This is an optimization exercise on Yosys and OpenROAD, whose aim is small area and a short achievable clock period, not a production implementation. Function was checked by simulation only, so behaviour that the tests miss may differ from the original.

File: flow/run.sh
#!/bin/bash
# synth_recipe.tcl (not shown) runs the flow's synth.tcl, then flattens the netlist and writes it again
# the make line also repeats each setting of config.mk as NAME=value (left out here)
make -C /OpenROAD-flow-scripts/flow DESIGN_CONFIG=/design/flow/config.mk WORK_HOME=/design/flow/orfs CLKGATE_MAP_FILE= SYNTH_SCRIPT=/design/flow/synth_recipe.tcl finish
File: flow/config.mk
export PLATFORM = sky130hd
export DESIGN_NAME = qmult
export DESIGN_NICKNAME = qmult
export VERILOG_FILES = /design/flow/design.v
export SDC_FILE = /design/flow/constraint.sdc
export NUM_CORES = 4
export LEC_CHECK = 0
export CAP_MARGIN = 20
export CORE_MARGIN = 2
export CORE_UTILIZATION = 40
export SLEW_MARGIN = 20
File: flow/constraint.sdc
create_clock -name core_clock -period 15.0 [get_ports {clk}]
set_input_delay 3.0000 -clock core_clock [delete_from_list [all_inputs] [get_ports {clk}]]
set_output_delay 3.0000 -clock core_clock [all_outputs]
set_load 0.01 [all_outputs]
File: flow/design.v
module qmult #(
   parameter int Q = 15,
   parameter int N = 32
) (
   input  logic [N-1:0] a,
   input  logic [N-1:0] b,
   output logic [N-1:0] c,
   input  logic         clk,
   input  logic         rst,
   output logic [N-1:0] c_reg,
   output logic         ovr
);
   localparam int MW = N - 1;
   localparam int PW = 2 * MW;
   logic [PW-1:0] mag_a;
   logic [PW-1:0] mag_b;
   logic [PW-1:0] prod;
   logic          overflow;
   logic          sign;
   logic [MW-1:0] mag_c;
   assign mag_a = {{MW{1'b0}}, a[N-2:0]};
   assign mag_b = {{MW{1'b0}}, b[N-2:0]};
   assign prod  = mag_a * mag_b;
   assign overflow = |prod[PW-1:Q+N-1];
   assign sign     = a[N-1] ^ b[N-1];
   assign mag_c    = overflow ? {MW{1'b1}} : prod[Q+N-2:Q];
   assign c        = {sign, mag_c};
   always_ff @(posedge clk or posedge rst) begin
      if (rst) begin
         c_reg <= '0;
         ovr   <= 1'b0;
      end else begin
         c_reg <= c;
         ovr   <= overflow;
      end
   end
endmodule
==> run summary <==
* Status: no timing/DRC/antenna violations
* Cell Area, Placed at around 36000 sq um
* DIE WIDTH at 290.7 microns
* Final setup vio count at 0
* CTS tree: done
* Clock Tree Buf Depth at 2
* Max_cap viols at 0
* Post-route cell area at 36760 sq um
* Slew margin rel. at 0.4560
* Layout cells sized above 1 at 0.06775
* Clock Pin Slew Worst Setup and Hold Paths at approximately 60 ps
* DRT Pass-1 Iters at 5
* Crit-path max FO at 11
* Starting DRC count in detailed routing at ~1100
* Yosys top cell by area: fa_1
* Max reg flops at 32
* I/O Pins at roughly 130
* Syn Area/Cell at 9.112 sq um
* Core area at between 80000 and 90000 sq um
* Top FF cell, synth: dfrtp_1
* CTS Buf Count at 5
* Req. time, crit path at approximately 12000 ps
* Commonest non-fill, non-tap cell in the layout: fa_1
* CTS root buffer: clkbuf_16
* CP Launch Type: input pin
* Vias/cell at about 5.0
* Max Clk Rate at between 60 and 70 MHz
* Largest net degree at the start of global routing at 33
* Cells after synthesis at about 3600
* Hold Violations, Final at 0
* Cts hold-fix bufs at 0
* Crit path to: c[13]
* Worst setup path start: a[11]
* DR DRC count at 0
* Ys async rst share at 1.000
* Final Cycle Share at 0.9809
* Worst-Margin Slew at between 800 and 900 ps
* Synth cell types at 64
* Max Slew Vio Count at 0
* HPWL after DPL at roughly 77000 microns
* Row count at roughly 110
* CP endpoint kind: output pin
* Vias after detailed routing at ~24000
* Die ar. at 84520 sq um
* Initial antenna violation count at 3
* Worst min path class: input pin to async pin
* Critical path type: input pin to output pin
* Post-layout nets at around 4900
* Seq/Total Area, Yosys at 0.02511
* N_diodes at 0
* Fin crit period at between 10000 and 15000 ps
* Syn_nets at around 4800
* Finished Core Util at 0.4499
* Largest cells by area after synthesis: fa_1 (51%), and2_1 (11%), ha_1 (9.6%)
* Final WL at a little under 90000 microns
* Gr usage total at 0.2213
* Vias in the first global route at roughly 27000
* Gpl congestion at ~0.94
* Fill count at between 8000 and 9000
* Number of flops mapped to enable cells by yosys at 0
* Die Ht at between 200 and 300 microns
* Remaining Overflow, GRT at 0
* Antenna viol nets, final at 0
* Most frequent cells in the layout: fa_1 (836), inv_1 (794), and2_1 (581)
* First-pass GRT wire length at 148300 microns
* Synth Cell Area at between 30000 and 40000 sq um
* Yosys top cell area share at 0.5089
* Syn. warnings at 1
* Initial Utilization at 0.4024
* H-tree depth at 2
* Area growth, synth to finish at 11.79%
* Wire per inst at ~19 microns
* TritonCTS sink count at 33
* CP arrival at between 10000 and 15000 ps
* Port bufs at 130
* Yosys reg bits at 33
## synth_stat cells (6+ instances only)
cell,instances
nor2b_1,6
nor2_1,47
a21oi_1,82
a211oi_1,8
nand4_1,23
nor3_1,16
xnor2_1,24
o211ai_1,8
nand2_1,459
fa_1,836
buf_2,9
ha_1,252
o21ai_1,8
o21bai_1,11
buf_4,8
dfrtp_1,33
nand3_1,15
buf_6,8
and2_1,582
clkbuf_1,193
inv_1,794
o21ai_0,48
xor2_1,18
nand3_2,29
a21o_1,11
a21oi_2,7
## worst max-delay path: stages
cell             delay (ps)
clkdlybuf4s50_1         510
buf_4                   230
and2_1                  180
fa_1                    500
inv_1                    60
fa_1                    530
inv_1                    60
fa_1                    480
fa_1                    570
fa_1                    460
fa_1                    500
fa_1                    560
fa_1                    460
ha_1                    350
a21oi_1                 220
o21ai_0                 190
a21o_1                  230
a211oi_1                230
a2bb2oi_1               230
a21oi_1                  80
or3b_1                  360
or4_4                   550
a2111oi_4               190
buf_4                   210
clkbuf_16               180
nand3_2                  80
clkdlybuf4s50_1         510
## kinds of logic after synthesis
kind of cell / after synthesis / share of synthesized area
adder cells (fa/ha/maj): 1088 / 0.6048
multiplexers: 2 / 0.0006468
AO/OA/AOI/OAI: 225 / 0.04326
flip-flops: 33 / 0.02511
buffers and inverters: 1013 / 0.1187
XOR/XNOR: 42 / 0.01119
AND/OR/NAND/NOR: 1206 / 0.1962
## cell type report
cell class,instances,area [sq um],share of cell area
clock buffer,5,125.1,0.003403
clock inverter,3,46.29,0.001259
inverter,794,2980,0.08107
multi-input combinational,2563,28250,0.7683
sequential,33,825.8,0.02246
tap,1070,1339,0.03642
timing repair buffer,307,3201,0.08706
## timing repair
item,CTS,global route
gates resized for setup,0,40
setup buffers,0,2
setup endpoints to repair,0,31
## routing by layer
layer,track usage,up-vias,wire [microns]
li1,-,10743,-
met1,0.2917,12575,37330
met2,0.3895,561,45310
met3,0.02554,122,4363
met4,0.05219,2,2362
met5,0,-,12
## through the flow
stage	TNS [ps]	std cells	hold slack (ps)	setup slack (ps)
2_1_floorplan	0	3609	3103	1573
3_3_place_gp	0	4764	3318	86.18
3_5_place_dp	0	4764	3319	56.16
4_1_cts	0	4772	3015	20.13
5_1_grt	-152.0	4775	3081	-19.04
6_report	0	4775	3013	286.9
## worst min path at each step
stage | startpoint | endpoint | slack [ps] | depth (start not counted)
floorplan | a[31] | c_reg[31] | 3100 | 1
global placement | rst | c_reg[14] | 3320 | 2
detailed placement | rst | c_reg[18] | 3320 | 2
finish | rst | c_reg[6] | 3010 | 2
global route | rst | c_reg[5] | 3080 | 2
CTS | rst | c_reg[6] | 3010 | 2

static timing again, ports no longer ideal:
The results above use ideal ports. As a check the final layout listed here was re-extracted and re-timed, cells and wires unchanged.
Step 1 assumes that a clkbuf_16 drives the clock port and a buf_2 every other input.
Step 2 times the ports against the registers' clock, not the clock port: input delays grow and output delays shrink by t, the midpoint of the rising clock arrivals with the driver on.
Three values: no drivers, after step 1, after step 2; two values: the first two.
t (ns): 0.303
setup WS [ns]: 0.287 / 0.245 / 0.245
hold slack, ns: 3.013 / 3.008 / 3.311
clock arrival spread, ns: 0.008 / 0.008
pins driven straight from the clock port: 1
After both steps setup and hold are still met in this run. For this run, drivers alone change the setup slack by -0.042 ns; drivers and shift together by -0.042 ns.
